Context: an optimization exercise on an open-source flow, tuned for a short achievable clock period and few clock cycles per item. The choices shown serve that exercise and are no tape-out recipe. Only simulation tests tie the RTL to the original design; equivalence was not proved. No activity file was given, so power comes from the tool's default toggle rates.

## alpha
==> flow/design.v (excerpt) <==
module pipelinedCpu #(
    parameter int DataWords = 256
) (
    input  logic               clk,
    input  logic               reset,
    input  cpuPkg::instrWord_t instr,
    output cpuPkg::data_t      instrAddr,
    output cpuPkg::wbResult_t  wb
);
Size in the first run: roughly 7,900 cells after synthesis, ~2,400 flip-flops.
clock: 6.0 ns
lec_check: 0
cap_margin: 40
core_margin: 2
core_utilization: 40
cts_cluster_diameter: 100
cts_cluster_size: 24
setup_slack_margin: 4.2
slew_margin: 40
run.sh (not shown) runs the stock make flow with config.mk's settings and CLKGATE_MAP_FILE= SYNTH_SCRIPT=/design/flow/synth_recipe.tcl, a recipe that flattens the netlist after the stock synthesis.
Testbench counts of alpha, summed over its fixed seeds: cycles 123,207, instrs 118,231.
For beta, these inputs were changed with respect to alpha:
--- a/flow/design.v
+++ b/flow/design.v
@@ -141,53 +141,52 @@
     assign rdF   = instr[8:6];
     assign rs1F  = instr[5:3];
     assign rs2F  = instr[2:0];
     assign imm3x = {{5{instr[2]}}, instr[2:0]};
     assign off6x = {{2{instr[5]}}, instr[5:0]};
     logic       isR, rValid, isAddi, isLoad, isStore, isBeq, isJump;
     logic       beqStatic, beqDyn;
     logic       wrF, useA, useB;
+    logic [2:0] srcB;
     assign isR     = (op == OpR);
     assign rValid  = isR && (funct != 3'd2) && (funct != 3'd3);
     assign isAddi  = (op == OpAddi);
     assign isLoad  = (op == OpLoad);
     assign isStore = (op == OpStore);
     assign isBeq   = (op == OpBeq);
     assign isJump  = (op == OpJump);
     assign beqStatic = isBeq && (rs1F == rdF);
     assign beqDyn    = isBeq && (rs1F != rdF) && (instr[2:0] != 3'd1);
     assign wrF  = (rValid || isAddi || isLoad) && (rdF != 3'd0);
     assign useA = rValid || isAddi || isLoad || isStore || beqDyn;
     assign useB = rValid || isStore || beqDyn;    
+    assign srcB = isR ? rs2F : rdF;
     function automatic logic [7:0] readReg(input logic [2:0] idx, input logic [7:0] r1,
         input logic [7:0] r2, input logic [7:0] r3, input logic [7:0] r4,
         input logic [7:0] r5, input logic [7:0] r6, input logic [7:0] r7);
         if (idx == 3'd0) readReg = 8'd0;
         else begin
             case (idx)
                 3'd1: readReg = r1;
                 3'd2: readReg = r2;
                 3'd3: readReg = r3;
                 3'd4: readReg = r4;
                 3'd5: readReg = r5;
                 3'd6: readReg = r6;
                 default: readReg = r7;
             endcase
         end
     endfunction
-    logic [7:0] aR, aF, bF;
+    logic [7:0] aR, bR, aF, bF;
     assign aR = readReg(rs1F, regs[1], regs[2], regs[3], regs[4], regs[5], regs[6], regs[7]);
-    logic [7:0] bR2, bRd;
-    assign bR2 = readReg(rs2F, regs[1], regs[2], regs[3], regs[4], regs[5], regs[6], regs[7]);
-    assign bRd = readReg(rdF, regs[1], regs[2], regs[3], regs[4], regs[5], regs[6], regs[7]);
+    assign bR = readReg(srcB, regs[1], regs[2], regs[3], regs[4], regs[5], regs[6], regs[7]);
     logic [7:0] resultM;
     assign aF = (wrM && rdM == rs1F) ? resultM : aR;
-    assign bF = isR ? ((wrM && rdM == rs2F) ? resultM : bR2)
-                    : ((wrM && rdM == rdF) ? resultM : bRd);
+    assign bF = (wrM && rdM == srcB) ? resultM : bR;
     logic [7:0] baseF;
     logic [15:0] loF;
     logic       loadSlow;
     assign baseF = (wrM && rdM == rs1F) ? aluM : aR;
     always_comb begin
         for (int k = 0; k < 16; k++) loF[k] = (baseF[3:0] == 4'(4'(k) - imm3x[3:0]));
     end
     assign loadSlow = isLoad && ((wrE && rdE == rs1F) || (loadM && wrM && rdM == rs1F));
@@ -196,20 +195,20 @@
     logic [7:0] knownX, zeroX;
     assign knownX = {knownR, 1'b1};
     assign zeroX = {zeroR, 1'b1};
     assign zeroBeq = beqDyn && (rs1F == 3'd0 || rdF == 3'd0);
     assign earlyRes = zeroBeq && knownX[rs1F] && knownX[rdF];
     assign earlyTaken = zeroBeq && zeroX[rs1F] && zeroX[rdF];
     logic stall;
     assign stall = (loadE && wrE &&
-                    ((useA && rs1F == rdE) || (useB && (isR ? rs2F == rdE : rdF == rdE)))) || loadSlow;
+                    ((useA && rs1F == rdE) || (useB && srcB == rdE))) || loadSlow;
     logic fAm, fBm;
     assign fAm = useA && wrE && (rdE == rs1F);
-    assign fBm = useB && wrE && (isR ? rdE == rs2F : rdE == rdF);
+    assign fBm = useB && wrE && (rdE == srcB);
     logic [7:0] bOpF;
     assign bOpF = isR || isStore || isBeq ? bF : imm3x;
     logic [7:0] srcAE, srcBE, aluE;
     logic       takenE;
     assign srcAE = fAmE ? aluM : aE;
     assign srcBE = fBmE ? aluM : bE;
     logic [15:0] wloE, whiE, srcHiE;
     logic [4:0]  wSumE;
--- outcome ---
Every stage of the flow completed for beta, and the final layout passed the timing, design-rule and antenna checks. On post-detailed-placement half-perimeter wirelength, beta tracks alpha almost exactly. Diff alpha -> beta: combinational share of power has decreased; power share of the sequential group rose 1.8 points. beta vs. alpha: detailed route wirelength on metal3 went up by 3.9%. Of beta and alpha, the run reporting the lower proportion of cell area occupied by multi-input gates was beta. Relative to alpha, the first-pass GRT wire length of beta is higher by about 1.2%. Against alpha, beta reports a count of buffer and inverter cells on the critical path that is higher. beta has length of the first detailed-routing pass in iterations below what alpha had. Clock skew (beta over alpha): decrease, 7.4 ps. Between beta and alpha, it is beta whose buffer count excluding the clock tree in the final layout is higher, by 21. In terms of compound-cell area share of the yosys netlist, alpha and beta differ only marginally.
Testbench counts of beta, summed over its fixed seeds: cycles 123,207, instrs 118,231.

========
The RTL this note starts from:
==> flow/design.v <==
package cpuPkg;
    localparam int DataWidth = 8;
    localparam int RegCount = 8;
    typedef logic [DataWidth-1:0] data_t;
    typedef logic [$clog2(RegCount)-1:0] regIdx_t;
    typedef enum logic [3:0] {
        RType = 4'd0,
        Load  = 4'd2,
        Store = 4'd3,
        Jump  = 4'd4,
        Addi  = 4'd8,
        Beq   = 4'd9
    } opcode_t;
    typedef enum logic [2:0] {
        Add = 3'd0,
        Sub = 3'd1,
        And = 3'd4,
        Or  = 3'd5,
        Xor = 3'd6,
        Slt = 3'd7
    } funct_t;
    typedef enum logic [2:0] {
        AluAdd,
        AluSub,
        AluAnd,
        AluOr,
        AluXor,
        AluSlt
    } aluOp_t;
    typedef struct packed {
        opcode_t opcode;
        funct_t  funct;
        regIdx_t rd;      
        regIdx_t rs1;     
        regIdx_t rs2;     
    } rFormat_t;
    typedef struct packed {
        opcode_t    opcode;
        funct_t     funct;
        regIdx_t    rd;       
        regIdx_t    rs1;
        logic [2:0] imm3;
    } iFormat_t;
    typedef struct packed {
        opcode_t    opcode;
        logic [5:0] spare;
        logic [5:0] off6;     
    } jFormat_t;
    typedef union packed {
        rFormat_t r;
        iFormat_t i;
        jFormat_t j;
    } instrWord_t;
    typedef struct packed {
        logic   regWrite;
        logic   memWrite;
        logic   memToReg;
        logic   useImm;
        logic   isBranch;
        logic   isJump;
        aluOp_t aluOp;
    } ctrl_t;
    typedef struct packed {
        data_t   pc;
        ctrl_t   ctrl;
        data_t   rs1Val;
        data_t   rs2Val;
        data_t   imm;       
        regIdx_t rd;
        regIdx_t rs1Idx;
        regIdx_t rs2Idx;
    } idEx_t;
    typedef struct packed {
        data_t   aluResult;
        data_t   storeData;
        regIdx_t rd;
        logic    regWrite;
        logic    memWrite;
        logic    memToReg;
    } exMem_t;
    typedef struct packed {
        logic    valid;
        regIdx_t regIdx;
        data_t   data;
    } wbResult_t;
    typedef struct packed {
        logic  taken;
        data_t target;
    } redirect_t;
    typedef enum logic [1:0] {
        None,
        FromMem,
        FromWb
    } forwardSel_t;
endpackage
`timescale 1ns/10ps
module pipelinedCpu #(
    parameter int DataWords = 256
) (
    input  logic               clk,
    input  logic               reset,
    input  cpuPkg::instrWord_t instr,
    output cpuPkg::data_t      instrAddr,
    output cpuPkg::wbResult_t  wb
);
    localparam logic [3:0] OpR = 4'd0, OpLoad = 4'd2, OpStore = 4'd3, OpJump = 4'd4,
                           OpAddi = 4'd8, OpBeq = 4'd9;
    localparam logic [2:0] AluAdd = 3'd0, AluSub = 3'd1, AluAnd = 3'd4, AluOr = 3'd5,
                           AluXor = 3'd6, AluSlt = 3'd7;
    logic [7:0] pc;
    logic [7:0] regs [1:7];
    logic [7:0] mem [DataWords];
    logic       wrE, loadE, storeE, beqE, useImmE;
    logic [2:0] aluOpE;
    logic [2:0] rdE;
    logic [7:0] aE, bE, immE, targetE;
    logic       fAmE, fAwE, fBmE, fBwE;
    logic       wrM, loadM, storeM;
    logic [2:0] rdM;
    logic [7:0] aluM, storeDataM;
    logic [15:0] loM, hiM;
    logic       wbValid;
    logic [2:0] wbIdx;
    logic [7:0] wbData;
    assign instrAddr = pc;
    assign wb = {wbValid, wbIdx, wbData};
    logic [3:0] op;
    logic [2:0] funct, rdF, rs1F, rs2F;
    logic [7:0] imm3x, off6x;
    assign op    = instr[15:12];
    assign funct = instr[11:9];
    assign rdF   = instr[8:6];
    assign rs1F  = instr[5:3];
    assign rs2F  = instr[2:0];
    assign imm3x = {{5{instr[2]}}, instr[2:0]};
    assign off6x = {{2{instr[5]}}, instr[5:0]};
    logic       isR, rValid, isAddi, isLoad, isStore, isBeq, isJump;
    logic       beqStatic, beqDyn;
    logic       wrF, useA, useB;
    logic [2:0] srcB;
    assign isR     = (op == OpR);
    assign rValid  = isR && (funct != 3'd2) && (funct != 3'd3);
    assign isAddi  = (op == OpAddi);
    assign isLoad  = (op == OpLoad);
    assign isStore = (op == OpStore);
    assign isBeq   = (op == OpBeq);
    assign isJump  = (op == OpJump);
    assign beqStatic = isBeq && (rs1F == rdF);
    assign beqDyn    = isBeq && (rs1F != rdF) && (instr[2:0] != 3'd1);
    assign wrF  = (rValid || isAddi || isLoad) && (rdF != 3'd0);
    assign useA = rValid || isAddi || isLoad || isStore || beqDyn;
    assign useB = rValid || isStore || beqDyn;
    assign srcB = isR ? rs2F : rdF;
    function automatic logic [7:0] readReg(input logic [2:0] idx, input logic [7:0] r1,
        input logic [7:0] r2, input logic [7:0] r3, input logic [7:0] r4,
        input logic [7:0] r5, input logic [7:0] r6, input logic [7:0] r7,
        input logic wv, input logic [2:0] wi, input logic [7:0] wd);
        if (idx == 3'd0) readReg = 8'd0;
        else if (wv && wi == idx) readReg = wd;
        else begin
            case (idx)
                3'd1: readReg = r1;
                3'd2: readReg = r2;
                3'd3: readReg = r3;
                3'd4: readReg = r4;
                3'd5: readReg = r5;
                3'd6: readReg = r6;
                default: readReg = r7;
            endcase
        end
    endfunction
    logic [7:0] aF, bF;
    assign aF = readReg(rs1F, regs[1], regs[2], regs[3], regs[4], regs[5], regs[6], regs[7],
                        wbValid, wbIdx, wbData);
    assign bF = readReg(srcB, regs[1], regs[2], regs[3], regs[4], regs[5], regs[6], regs[7],
                        wbValid, wbIdx, wbData);
    logic stall;
    assign stall = loadE && wrE &&
                   ((useA && rs1F == rdE) || (useB && srcB == rdE));
    logic fAm, fAw, fBm, fBw;
    assign fAm = useA && wrE && (rdE == rs1F);
    assign fAw = useA && !fAm && wrM && (rdM == rs1F);
    assign fBm = useB && wrE && (rdE == srcB);
    assign fBw = useB && !fBm && wrM && (rdM == srcB);
    logic [7:0] srcAE, srcBE, opBE, aluE, addrE;
    logic       takenE;
    assign srcAE = fAmE ? aluM : fAwE ? wbData : aE;
    assign srcBE = fBmE ? aluM : fBwE ? wbData : bE;
    assign opBE  = useImmE ? immE : srcBE;
    assign addrE = srcAE + immE;
    always_comb begin
        case (aluOpE)
            AluSub:  aluE = srcAE - opBE;
            AluAnd:  aluE = srcAE & opBE;
            AluOr:   aluE = srcAE | opBE;
            AluXor:  aluE = srcAE ^ opBE;
            AluSlt:  aluE = ($signed(srcAE) < $signed(opBE)) ? 8'd1 : 8'd0;
            default: aluE = srcAE + opBE;
        endcase
    end
    assign takenE = beqE && (srcAE == srcBE);
    logic [7:0] pcNext;
    always_comb begin
        if (takenE)                  pcNext = targetE;
        else if (stall)              pcNext = pc;
        else if (isJump)             pcNext = pc + off6x;
        else if (beqStatic)          pcNext = pc + imm3x;
        else                         pcNext = pc + 8'd1;
    end
    always_ff @(posedge clk or posedge reset) begin
        if (reset) pc <= 8'd0;
        else       pc <= pcNext;
    end
    logic issue;
    assign issue = !takenE && !stall;
    always_ff @(posedge clk or posedge reset) begin
        if (reset) begin
            wrE <= 1'b0;
            loadE <= 1'b0;
            storeE <= 1'b0;
            beqE <= 1'b0;
        end else begin
            wrE <= issue && wrF;
            loadE <= issue && isLoad;
            storeE <= issue && isStore;
            beqE <= issue && beqDyn;
        end
    end
    always_ff @(posedge clk) begin
        useImmE <= !isR;
        aluOpE <= isR ? funct : AluAdd;
        rdE <= rdF;
        aE <= aF;
        bE <= bF;
        immE <= imm3x;
        targetE <= pc + imm3x;
        fAmE <= fAm;
        fAwE <= fAw;
        fBmE <= fBm;
        fBwE <= fBw;
    end
    always_ff @(posedge clk or posedge reset) begin
        if (reset) begin
            wrM <= 1'b0;
            loadM <= 1'b0;
            storeM <= 1'b0;
        end else begin
            wrM <= wrE;
            loadM <= loadE;
            storeM <= storeE;
        end
    end
    always_ff @(posedge clk) begin
        rdM <= rdE;
        aluM <= aluE;
        storeDataM <= srcBE;
        for (int k = 0; k < 16; k++) begin
            loM[k] <= (addrE[3:0] == 4'(k));
            hiM[k] <= (addrE[7:4] == 4'(k));
        end
    end
    logic [7:0] rowData [16];
    logic [7:0] rdataM;
    always_comb begin
        for (int j = 0; j < 16; j++) begin
            rowData[j] = 8'd0;
            for (int k = 0; k < 16; k++) begin
                rowData[j] = rowData[j] | (loM[k] ? mem[16 * j + k] : 8'd0);
            end
        end
        rdataM = 8'd0;
        for (int j = 0; j < 16; j++) begin
            rdataM = rdataM | (hiM[j] ? rowData[j] : 8'd0);
        end
    end
    always_ff @(posedge clk or posedge reset) begin
        if (reset) begin
            for (int i = 0; i < DataWords; i++) mem[i] <= 8'd0;
        end else begin
            for (int i = 0; i < DataWords; i++) begin
                if (storeM && hiM[i / 16] && loM[i % 16]) mem[i] <= storeDataM;
            end
        end
    end
    always_ff @(posedge clk or posedge reset) begin
        if (reset) wbValid <= 1'b0;
        else       wbValid <= wrM;
    end
    always_ff @(posedge clk) begin
        wbIdx <= rdM;
        wbData <= loadM ? rdataM : aluM;
    end
    always_ff @(posedge clk or posedge reset) begin
        if (reset) begin
            for (int i = 1; i < 8; i++) regs[i] <= 8'(i);
        end else if (wbValid) begin
            for (int i = 1; i < 8; i++) begin
                if (wbIdx == 3'(i)) regs[i] <= wbData;
            end
        end
    end
endmodule
Settings: LEC_CHECK=0, CAP_MARGIN=20, CORE_MARGIN=2, CORE_UTILIZATION=60, SETUP_SLACK_MARGIN=3.6, SLEW_MARGIN=20; clock period 6.0 ns.
Testbench counts at the start, summed over its fixed seeds: cycles 126,236, instrs 118,231.
Next try:
--- a/flow/design.v
+++ b/flow/design.v
@@ -109,17 +109,17 @@
                            AluXor = 3'd6, AluSlt = 3'd7;
     logic [7:0] pc;
     logic [7:0] regs [1:7];
     logic [7:0] mem [DataWords];
-    logic       wrE, loadE, storeE, beqE, useImmE;
+    logic       wrE, loadE, storeE, beqE;
     logic [2:0] aluOpE;
     logic [2:0] rdE;
     logic [7:0] aE, bE, immE, targetE;
     logic       fAmE, fAwE, fBmE, fBwE;
     logic       wrM, loadM, storeM;
     logic [2:0] rdM;
-    logic [7:0] aluM, storeDataM;
-    logic [15:0] loM, hiM;
+    logic [7:0] aluM, addrM, storeDataM;
+    logic [15:0] loM;
     logic       wbValid;
     logic [2:0] wbIdx;
     logic [7:0] wbData;
     assign instrAddr = pc;
@@ -148,9 +148,9 @@
     assign beqStatic = isBeq && (rs1F == rdF);
     assign beqDyn    = isBeq && (rs1F != rdF) && (instr[2:0] != 3'd1);
     assign wrF  = (rValid || isAddi || isLoad) && (rdF != 3'd0);
     assign useA = rValid || isAddi || isLoad || isStore || beqDyn;
-    assign useB = rValid || isStore || beqDyn;
+    assign useB = rValid || isStore || beqDyn;    
     assign srcB = isR ? rs2F : rdF;
     function automatic logic [7:0] readReg(input logic [2:0] idx, input logic [7:0] r1,
         input logic [7:0] r2, input logic [7:0] r3, input logic [7:0] r4,
         input logic [7:0] r5, input logic [7:0] r6, input logic [7:0] r7,
@@ -181,22 +181,23 @@
     assign fAm = useA && wrE && (rdE == rs1F);
     assign fAw = useA && !fAm && wrM && (rdM == rs1F);
     assign fBm = useB && wrE && (rdE == srcB);
     assign fBw = useB && !fBm && wrM && (rdM == srcB);
-    logic [7:0] srcAE, srcBE, opBE, aluE, addrE;
+    logic [7:0] bOpF;
+    assign bOpF = isR || isStore || isBeq ? bF : imm3x;
+    logic [7:0] srcAE, srcBE, aluE, addrE;
     logic       takenE;
     assign srcAE = fAmE ? aluM : fAwE ? wbData : aE;
     assign srcBE = fBmE ? aluM : fBwE ? wbData : bE;
-    assign opBE  = useImmE ? immE : srcBE;
-    assign addrE = srcAE + immE;
+    assign addrE = srcAE + immE;    
     always_comb begin
         case (aluOpE)
-            AluSub:  aluE = srcAE - opBE;
-            AluAnd:  aluE = srcAE & opBE;
-            AluOr:   aluE = srcAE | opBE;
-            AluXor:  aluE = srcAE ^ opBE;
-            AluSlt:  aluE = ($signed(srcAE) < $signed(opBE)) ? 8'd1 : 8'd0;
-            default: aluE = srcAE + opBE;
+            AluSub:  aluE = srcAE - srcBE;
+            AluAnd:  aluE = srcAE & srcBE;
+            AluOr:   aluE = srcAE | srcBE;
+            AluXor:  aluE = srcAE ^ srcBE;
+            AluSlt:  aluE = ($signed(srcAE) < $signed(srcBE)) ? 8'd1 : 8'd0;
+            default: aluE = srcAE + srcBE;
         endcase
     end
     assign takenE = beqE && (srcAE == srcBE);
     logic [7:0] pcNext;
@@ -226,13 +227,12 @@
             beqE <= issue && beqDyn;
         end
     end
     always_ff @(posedge clk) begin
-        useImmE <= !isR;
         aluOpE <= isR ? funct : AluAdd;
         rdE <= rdF;
         aE <= aF;
-        bE <= bF;
+        bE <= bOpF;
         immE <= imm3x;
         targetE <= pc + imm3x;
         fAmE <= fAm;
         fAwE <= fAw;
@@ -252,17 +252,17 @@
     end
     always_ff @(posedge clk) begin
         rdM <= rdE;
         aluM <= aluE;
+        addrM <= addrE;
         storeDataM <= srcBE;
-        for (int k = 0; k < 16; k++) begin
-            loM[k] <= (addrE[3:0] == 4'(k));
-            hiM[k] <= (addrE[7:4] == 4'(k));
-        end
+        for (int k = 0; k < 16; k++) loM[k] <= (addrE[3:0] == 4'(k));
     end
     logic [7:0] rowData [16];
     logic [7:0] rdataM;
+    logic [15:0] hiM;
     always_comb begin
+        for (int j = 0; j < 16; j++) hiM[j] = (addrM[7:4] == 4'(j));
         for (int j = 0; j < 16; j++) begin
             rowData[j] = 8'd0;
             for (int k = 0; k < 16; k++) begin
                 rowData[j] = rowData[j] | (loM[k] ? mem[16 * j + k] : 8'd0);
Power drops by a few percent.
Hold slack improves by 37 ps.
Die area is lower slightly.
Routed wire length drops by a few percent.
Count of clock-buffer cells in the layout falls by 11.
Final area hardly moves.
Core utilization is about the same.
Clock skew barely changes.
Final cell count climbs slightly.
Fmax fell by a few percent.
Testbench counts after the change, summed over its fixed seeds: cycles 126,236, instrs 118,231.

==> static timing again, ports no longer ideal <==
The flow's constraints put no driver on any port. The routed layouts listed below were extracted and timed again, unchanged, in two steps.
Step 1: set_driving_cell puts a clkbuf_16 on clk and a buf_2 on each other input, an assumption about the parent block.
Step 2 adds t to the input delays and takes it off the output delays; t is the mean of the earliest and latest rising clock arrival at the registers after step 1. Input paths then give back, and output paths get back, about the clock's delay inside the block.
Slacks: ideal ports / drivers / drivers and shift; pairs: ideal ports / drivers.
| run | t (ns) | setup slack, ns | worst hold slack (ns) | clock arrival spread, ns | slew at the worst register clock pin (ns) |
|---|---|---|---|---|---|
| alpha | 0.918 | 3.236 / 3.052 / 2.133 | 0.421 / 0.421 / 0.421 | 0.066 / 0.065 | 0.11 / 0.11 |
| beta | 0.921 | 3.244 / 3.244 / 2.512 | 0.464 / 0.464 / 0.464 | 0.051 / 0.052 | 0.11 / 0.11 |
| the first run of note 2 | 0.940 | 3.002 / 3.002 / 2.662 | 0.353 / 0.353 / 0.353 | 0.035 / 0.036 | 0.07 / 0.07 |
| the second run of note 2 | 0.964 | 2.893 / 2.893 / 2.576 | 0.390 / 0.390 / 0.390 | 0.037 / 0.037 | 0.07 / 0.07 |
After both steps setup and hold are still met in every run listed. The setup slack of alpha, which loses most, moves by -0.184 ns with the drivers and by -1.103 ns with both steps.
